From an optimization exercise on the open Yosys and OpenROAD flow, aimed at small area, a short achievable clock period and few clock cycles; shortcuts taken in it are not production practice. Only simulation tests tie the RTL to the original design; equivalence was not proved. Power figures rest on the tool's default switching activity, not on a simulated workload.

==> job 2627: inputs <==
==> flow/design.v (excerpt) <==
module rvCore (
   input  logic                   clk,
   input  logic                   rstn,
   input  logic                   start,
   output logic                   memValid,
   output logic [rvPkg::xlen-1:0] memAddr,
   output logic                   memWrite,
   output logic [rvPkg::xlen-1:0] memWData,
   input  logic                   memReady,
   input  logic [rvPkg::xlen-1:0] memRData,
   output logic                   halted
);
   localparam int XL = rvPkg::xlen;
   logic                 busLs;      
   logic [XL-1:0]        busAddr;    
   logic [rvPkg::pcW-1:0] pc;        
   logic [XL-1:0]        fb0;        
   logic [XL-1:0]        fb1;        
   logic                 fbV0;
   logic                 fbV1;       
   logic                 eV;         
   logic                 eMem;       
   logic                 eStore;
   logic                 eX;         
   logic                 eWr;        
   logic [4:0]           eRd;
   logic                 eSub;
   logic [rvPkg::rsW-1:0] eRes;
   logic                 eArith;
   logic [XL-1:0]        eA;
   logic [XL-1:0]        eB;
   logic [XL-1:0]        busWData;   
   logic                 wV;         
   logic [4:0]           wRd;
   logic [XL-1:0]        wData;
   logic busFree;    
   logic fetchXfer;
   logic xDone;      
   assign busFree = !memValid || memReady;
   assign fetchXfer = memValid && !busLs && memReady;
   assign memWData = busWData;
   assign memAddr = busAddr;
   logic [rvPkg::pcW-1:0] pcNext;
   assign pcNext = fetchXfer ? pc + 1'b1 : pc;
   logic [XL-1:0] dW;
   logic          dV;
   logic          dHalt;
   logic          dLoad;
   logic          dStore;
   logic          dLui;
   logic          dUseRs2;
   logic          dWrReg;
   logic          dSub;
   logic [rvPkg::rsW-1:0] dRes;
   logic          dArith;
   logic [XL-1:0] dImm;
   logic [4:0]    dRs1;
   logic [4:0]    dRs2;
   logic [4:0]    dRd;
   logic [XL-1:0] rf1;
   logic [XL-1:0] rf2;
   logic [XL-1:0] dA;
   logic [XL-1:0] dR2;
   logic          eFree;
   logic          dGo;
   logic          dGoA;
   logic          haltNow;
   assign dW = fb0;
   assign dV = fbV0;
   assign dRs1 = dW[19:15];
   assign dRs2 = dW[24:20];
   assign dRd = dW[11:7];
   instrDecode instrDecode_i (
  ...
export LEC_CHECK = 0
export CAP_MARGIN = 20
export CORE_MARGIN = 2
export CORE_UTILIZATION = 45
export SLEW_MARGIN = 20
create_clock -name core_clock -period 11.0 [get_ports {clk}]
standard.sh (not shown) runs the stock make flow with config.mk's settings and CLKGATE_MAP_FILE= SYNTH_SCRIPT=/design/flow/synth_recipe.tcl, a recipe that flattens the netlist after the stock synthesis.
==> flow/flow/run.sh <==
#!/bin/bash
# The standard layout, with timing repair aimed well below the clock period
# so that the achieved period shrinks; the clock and constraints are unchanged.
set -euo pipefail
bash standard.sh SETUP_SLACK_MARGIN=7.5 finish > flow_make.log 2>&1
==> job 4137: changes against job 2627 <==
--- a/flow/design.v
+++ b/flow/design.v
@@ -94,35 +94,15 @@
    logic                   lt;
    logic                   ltu;
    logic [rvPkg::xlen-1:0] shIn;
    logic [rvPkg::xlen-1:0] shOut;
    logic [rvPkg::xlen-1:0] shRev;
    logic [4:0]             shamt;
    logic                   shFill;
-   logic [rvPkg::xlen-1:0] g [0:5];
-   logic [rvPkg::xlen-1:0] p [0:5];
-   logic [rvPkg::xlen-1:0] hp;
-   logic [rvPkg::xlen:0]   carry;
-   assign hp = a ^ b;
-   assign g[0] = (a & b) | {{(rvPkg::xlen-1){1'b0}}, hp[0] & subMode};
-   assign p[0] = hp;
-   for (genvar l = 0; l < 5; l++) begin : gKs
-      for (genvar i = 0; i < rvPkg::xlen; i++) begin : gBit
-         if (i >= (1 << l)) begin : gOp
-            assign g[l+1][i] = g[l][i] | (p[l][i] & g[l][i-(1<<l)]);
-            assign p[l+1][i] = p[l][i] & p[l][i-(1<<l)];
-         end
-         else begin : gPass
-            assign g[l+1][i] = g[l][i];
-            assign p[l+1][i] = p[l][i];
-         end
-      end
-   end
-   assign carry = {g[5], subMode};
-   assign sumC = {carry[rvPkg::xlen], hp ^ carry[rvPkg::xlen-1:0]};
+   assign sumC = {1'b0, a} + {1'b0, b} + {{rvPkg::xlen{1'b0}}, subMode};
    assign sum = sumC[rvPkg::xlen-1:0];
    assign ltu = !sumC[rvPkg::xlen];
    assign lt = (a[31] ^ b[31]) ? sumC[31] : a[31];
    assign shamt = b[4:0];
    always_comb begin
       for (int i = 0; i < rvPkg::xlen; i++) begin
          shIn[i] = resSel[rvPkg::rsSll] ? a[rvPkg::xlen-1-i] : a[i];
@@ -201,44 +181,47 @@
    output logic [rvPkg::xlen-1:0] memWData,
    input  logic                   memReady,
    input  logic [rvPkg::xlen-1:0] memRData,
    output logic                   halted
 );
    localparam int XL = rvPkg::xlen;
    logic                 busLs;      
-   logic [XL-1:0]        busAddr;    
    logic [rvPkg::pcW-1:0] pc;        
    logic [XL-1:0]        fb0;        
-   logic [XL-1:0]        fb1;        
+   logic [XL-1:0]        fb1;
    logic                 fbV0;
-   logic                 fbV1;       
+   logic                 fbV1;
+   logic                 fbRp;       
+   logic                 fbWp;       
    logic                 eV;         
    logic                 eMem;       
    logic                 eStore;
    logic                 eX;         
    logic                 eWr;        
    logic [4:0]           eRd;
    logic                 eSub;
    logic [rvPkg::rsW-1:0] eRes;
    logic                 eArith;
+   logic                 eFwdA;      
+   logic                 eFwdB;
+   logic                 eFwdS;
    logic [XL-1:0]        eA;
    logic [XL-1:0]        eB;
-   logic [XL-1:0]        busWData;   
+   logic [XL-1:0]        eS;         
    logic                 wV;         
    logic [4:0]           wRd;
-   logic [XL-1:0]        wData;
-   logic busFree;    
+   logic [XL-1:0]        wData;      
+   logic adv;      
+   logic xfer;
    logic fetchXfer;
-   logic xDone;      
-   assign busFree = !memValid || memReady;
-   assign fetchXfer = memValid && !busLs && memReady;
-   assign memWData = busWData;
-   assign memAddr = busAddr;
-   logic [rvPkg::pcW-1:0] pcNext;
-   assign pcNext = fetchXfer ? pc + 1'b1 : pc;
+   assign adv = !memValid || memReady;
+   assign xfer = memValid && memReady;
+   assign fetchXfer = xfer && !busLs;
+   assign memAddr = busLs ? wData : {{(XL-rvPkg::pcW){1'b0}}, pc};
+   assign memWData = eS;
    logic [XL-1:0] dW;
    logic          dV;
    logic          dHalt;
    logic          dLoad;
    logic          dStore;
    logic          dLui;
    logic          dUseRs2;
@@ -252,18 +235,17 @@
    logic [4:0]    dRd;
    logic [XL-1:0] rf1;
    logic [XL-1:0] rf2;
    logic [XL-1:0] dA;
    logic [XL-1:0] dR2;
    logic          eFree;
    logic          dGo;
-   logic          dGoA;
    logic          haltNow;
-   assign dW = fb0;
-   assign dV = fbV0;
+   assign dW = fbRp ? fb1 : fb0;
+   assign dV = fbRp ? fbV1 : fbV0;
    assign dRs1 = dW[19:15];
    assign dRs2 = dW[24:20];
    assign dRd = dW[11:7];
    instrDecode instrDecode_i (
       .w       (dW),
       .halt    (dHalt),
       .isLoad  (dLoad),
@@ -285,48 +267,38 @@
       .rs2Data (rf2),
       .wrEn    (wV),
       .wrIdx   (wRd),
       .wrData  (wData)
    );
    assign dA = dLui ? '0 : (wV && wRd == dRs1) ? wData : rf1;
    assign dR2 = (wV && wRd == dRs2) ? wData : rf2;
-   assign xDone = eV && eX && memReady;
-   assign eFree = !eV || !eMem || xDone;
-   assign dGo = dV && !dHalt && eFree;
-   assign dGoA = dV && !dHalt && (!eV || !eMem || eX);
-   assign haltNow = dV && dHalt && eFree && busFree;
+   assign eFree = !eV || !eMem || eX;
+   assign dGo = adv && dV && !dHalt && eFree;
+   assign haltNow = adv && dV && dHalt && !(eV && eMem && !eX);
    logic [XL-1:0] exA;
    logic [XL-1:0] exB;
    logic [XL-1:0] exSum;
    logic [XL-1:0] exRes;
-   assign exA = eA;
-   assign exB = eB;
-   logic [XL-1:0] wDataNext;
-   logic          fwdA;
-   logic          fwdB;
-   logic          fwdS;
-   assign wDataNext = xDone ? memRData : exRes;
-   assign fwdA = eV && eWr && (eRd == dRs1) && !dLui;
-   assign fwdB = eV && eWr && (eRd == dRs2) && dUseRs2;
-   assign fwdS = eV && eWr && (eRd == dRs2);
+   assign exA = eFwdA ? wData : eA;
+   assign exB = eFwdB ? (wData ^ {XL{eSub}}) : eB;
    executeUnit executeUnit_i (
       .a       (exA),
       .b       (exB),
       .subMode (eSub),
       .resSel  (eRes),
       .shArith (eArith),
       .sum     (exSum),
       .result  (exRes)
    );
    logic       lsIssue;
    logic       fbPush;
    logic [1:0] fbCnt;
    logic [1:0] fbCntNext;
    logic       fetchIssue;
-   assign lsIssue = eV && eMem && !eX && busFree;
+   assign lsIssue = eV && eMem && !eX;
    assign fbPush = fetchXfer;
    assign fbCnt = {1'b0, fbV0} + {1'b0, fbV1};
    assign fbCntNext = fbCnt + {1'b0, fbPush} - {1'b0, dGo};
    assign fetchIssue = !lsIssue && !haltNow && (fbCntNext != 2'd2);
    always_ff @(posedge clk) begin
       if (!rstn) begin
          halted <= 1'b1;
@@ -342,78 +314,83 @@
             memValid <= 1'b1;
          end
          fbV0 <= 1'b0;
          fbV1 <= 1'b0;
          eV <= 1'b0;
          wV <= 1'b0;
       end
-      else begin
+      else if (adv) begin
          if (haltNow) begin
             halted <= 1'b1;
             memValid <= 1'b0;
             fbV0 <= 1'b0;
             fbV1 <= 1'b0;
             eV <= 1'b0;
          end
          else begin
-            if (busFree) memValid <= lsIssue || fetchIssue;
-            fbV0 <= (fbCntNext != 2'd0);
-            fbV1 <= (fbCntNext == 2'd2);
+            memValid <= lsIssue || fetchIssue;
+            if (fbPush && !fbWp) fbV0 <= 1'b1;
+            else if (dGo && !fbRp) fbV0 <= 1'b0;
+            if (fbPush && fbWp) fbV1 <= 1'b1;
+            else if (dGo && fbRp) fbV1 <= 1'b0;
             if (dGo) eV <= 1'b1;
             else if (eFree) eV <= 1'b0;
          end
-         wV <= eV && eWr && (!eMem || xDone);
+         wV <= eV && eWr && (!eMem || eX);
       end
    end
    always_ff @(posedge clk) begin
       if (halted) begin
          pc <= '0;
-         busAddr <= '0;
+         fbRp <= 1'b0;
+         fbWp <= 1'b0;
          busLs <= 1'b0;
          memWrite <= 1'b0;
       end
-      else begin
-         pc <= pcNext;
-         if (busFree) begin
-            busLs <= lsIssue;
-            busAddr <= lsIssue ? exSum : {{(XL-rvPkg::pcW){1'b0}}, pcNext};
-            memWrite <= lsIssue && eStore;
-         end
+      else if (adv) begin
+         if (fetchXfer) pc <= pc + 1'b1;
+         if (fbPush) fbWp <= !fbWp;
+         if (dGo) fbRp <= !fbRp;
+         busLs <= lsIssue;
+         memWrite <= lsIssue && eStore;
       end
    end
    always_ff @(posedge clk) begin
-      if (dGo || !fbV0) fb0 <= fbV1 ? fb1 : memRData;
-      if (memValid && !busLs && fbV0) fb1 <= memRData;
+      if (fbPush && !fbWp) fb0 <= memRData;
+      if (fbPush && fbWp) fb1 <= memRData;
    end
    always_ff @(posedge clk) begin
-      if (dGo) begin
-         eMem <= dLoad || dStore;
-         eStore <= dStore;
-         eX <= 1'b0;
-         eWr <= dWrReg && (dRd != 5'd0);
-         eRd <= dRd;
-         eSub <= dSub;
-         eRes <= dRes;
-         eArith <= dArith;
-      end
-      else if (lsIssue) begin
-         eX <= 1'b1;
-      end
-      if (dGoA) begin
-         eA <= fwdA ? wDataNext : dA;
-      end
-      if (dGo) begin
-         eB <= ({XL{fwdB && !dSub}} & wDataNext) |
-               ({XL{fwdB && dSub}} & ~wDataNext) |
-               ({XL{!fwdB && dUseRs2 && !dSub}} & dR2) |
-               ({XL{!fwdB && dUseRs2 && dSub}} & ~dR2) |
-               ({XL{!dUseRs2}} & (dImm ^ {XL{dSub}}));
-      end
-      if (dGo && dStore) begin
-         busWData <= fwdS ? wDataNext : dR2;
-      end
-      if ((eV && !eMem) || xDone) begin
-         wRd <= eRd;
-         wData <= wDataNext;
+      if (adv) begin
+         if (dGo) begin
+            eMem <= dLoad || dStore;
+            eStore <= dStore;
+            eX <= 1'b0;
+            eWr <= dWrReg && (dRd != 5'd0);
+            eRd <= dRd;
+            eSub <= dSub;
+            eRes <= dRes;
+            eArith <= dArith;
+            eFwdA <= eV && eWr && (eRd == dRs1) && !dLui;
+            eFwdB <= eV && eWr && (eRd == dRs2) && dUseRs2;
+            eFwdS <= eV && eWr && (eRd == dRs2) && dStore;
+            eA <= dA;
+            eB <= (dUseRs2 ? dR2 : dImm) ^ {XL{dSub}};
+            eS <= dR2;
+         end
+         else if (lsIssue) begin
+            eX <= 1'b1;
+            if (eFwdS) eS <= wData;
+         end
+         if (eV && !eMem) begin
+            wRd <= eRd;
+            wData <= exRes;
+         end
+         else if (lsIssue) begin
+            wData <= exSum;
+         end
+         else if (eV && eX) begin
+            wRd <= eRd;
+            wData <= memRData;
+         end
       end
    end
 endmodule
==> flow/run.sh (new file) <==
#!/bin/bash
# synth_recipe.tcl (not shown) runs the flow's synth.tcl, then flattens the netlist and writes it again
# the make line also repeats each setting of config.mk as NAME=value (left out here)
make -C /OpenROAD-flow-scripts/flow DESIGN_CONFIG=/design/flow/config.mk WORK_HOME=/design/flow/orfs CLKGATE_MAP_FILE= SYNTH_SCRIPT=/design/flow/synth_recipe.tcl finish
CORE_UTILIZATION = 40   (was 45)
removed: flow/flow/run.sh
removed: flow/standard.sh
==> results.txt <==
Area growth syn-to-layout: job 4137 13.7%; job 2627 22.1%
Proportion of netlist area held by the largest area contributor: job 4137 60.0%; job 2627 58.0%
Fraction of area in clock buffers and inverters: job 4137 6.47%; job 2627 5.85%
Area occupied by registers: job 4137 37400 um^2; job 2627 37900 um^2
Violation count after the first detailed-route iteration: job 4137 13725; job 2627 13616
Combined area of the multi-input logic cells: job 4137 21800 um^2; job 2627 25000 um^2
CP endpoint: job 4137 wData[26]; job 2627 memWData[8]
Worst-margin pin slew: job 4137 1.32 ns; job 2627 1.33 ns
Internal power of the cells: job 4137 7910 uW; job 2627 7930 uW
Setup CP Type: job 4137 flip-flop to flip-flop; job 2627 flip-flop to primary output
TritonCTS Sinks: job 4137 1262; job 2627 1289
Wl on met1: job 4137 103 mm; job 2627 108 mm
Starting density of the core: job 4137 40.4%; job 2627 45.4%
Post-cts resize count: job 4137 0; job 2627 698
Maximum cell stage delay along the critical path: job 4137 0.61 ns; job 2627 0.62 ns
Final setup skew: job 4137 0.0458 ns; job 2627 0.0550 ns
Run status: job 4137 timing/DRC/antenna clean; job 2627 timing/DRC/antenna clean
Clock insertion delay at the later pin of the skew report: job 4137 0.81 ns; job 2627 0.80 ns
Synthesis-stage register bit count: job 4137 1262; job 2627 1289
Total die area: job 4137 155000 um^2; job 2627 142000 um^2
Testbench counts of job 2627, summed over its fixed seeds: cycles 12,932.
Testbench counts of job 4137, summed over its fixed seeds: cycles 12,932.

==> static timing again, ports no longer ideal <==
No port has a modelled driver above. Below, the same layouts with a new extraction and two added sets of constraints.
Step 1: set_driving_cell puts a clkbuf_16 on clk and a buf_2 on each other input, an assumption about the parent block.
Step 2 adds t to the input delays and takes it off the output delays; t is the mean of the earliest and latest rising clock arrival at the registers after step 1. Input paths then give back, and output paths get back, about the clock's delay inside the block.
Slacks: ideal ports / drivers / drivers and shift; pairs: ideal ports / drivers.
run	t, ns	slack for setup (ns)	latest minus earliest clock arrival (ns)
job 2627	0.855	7.161 / 7.084 / 6.743	0.065 / 0.065
job 4137	0.863	5.388 / 5.388 / 5.229	0.053 / 0.053
After both steps every run listed still meets setup and hold. The setup slack of job 2627, which loses most, moves by -0.077 ns with the drivers and by -0.418 ns with both steps.
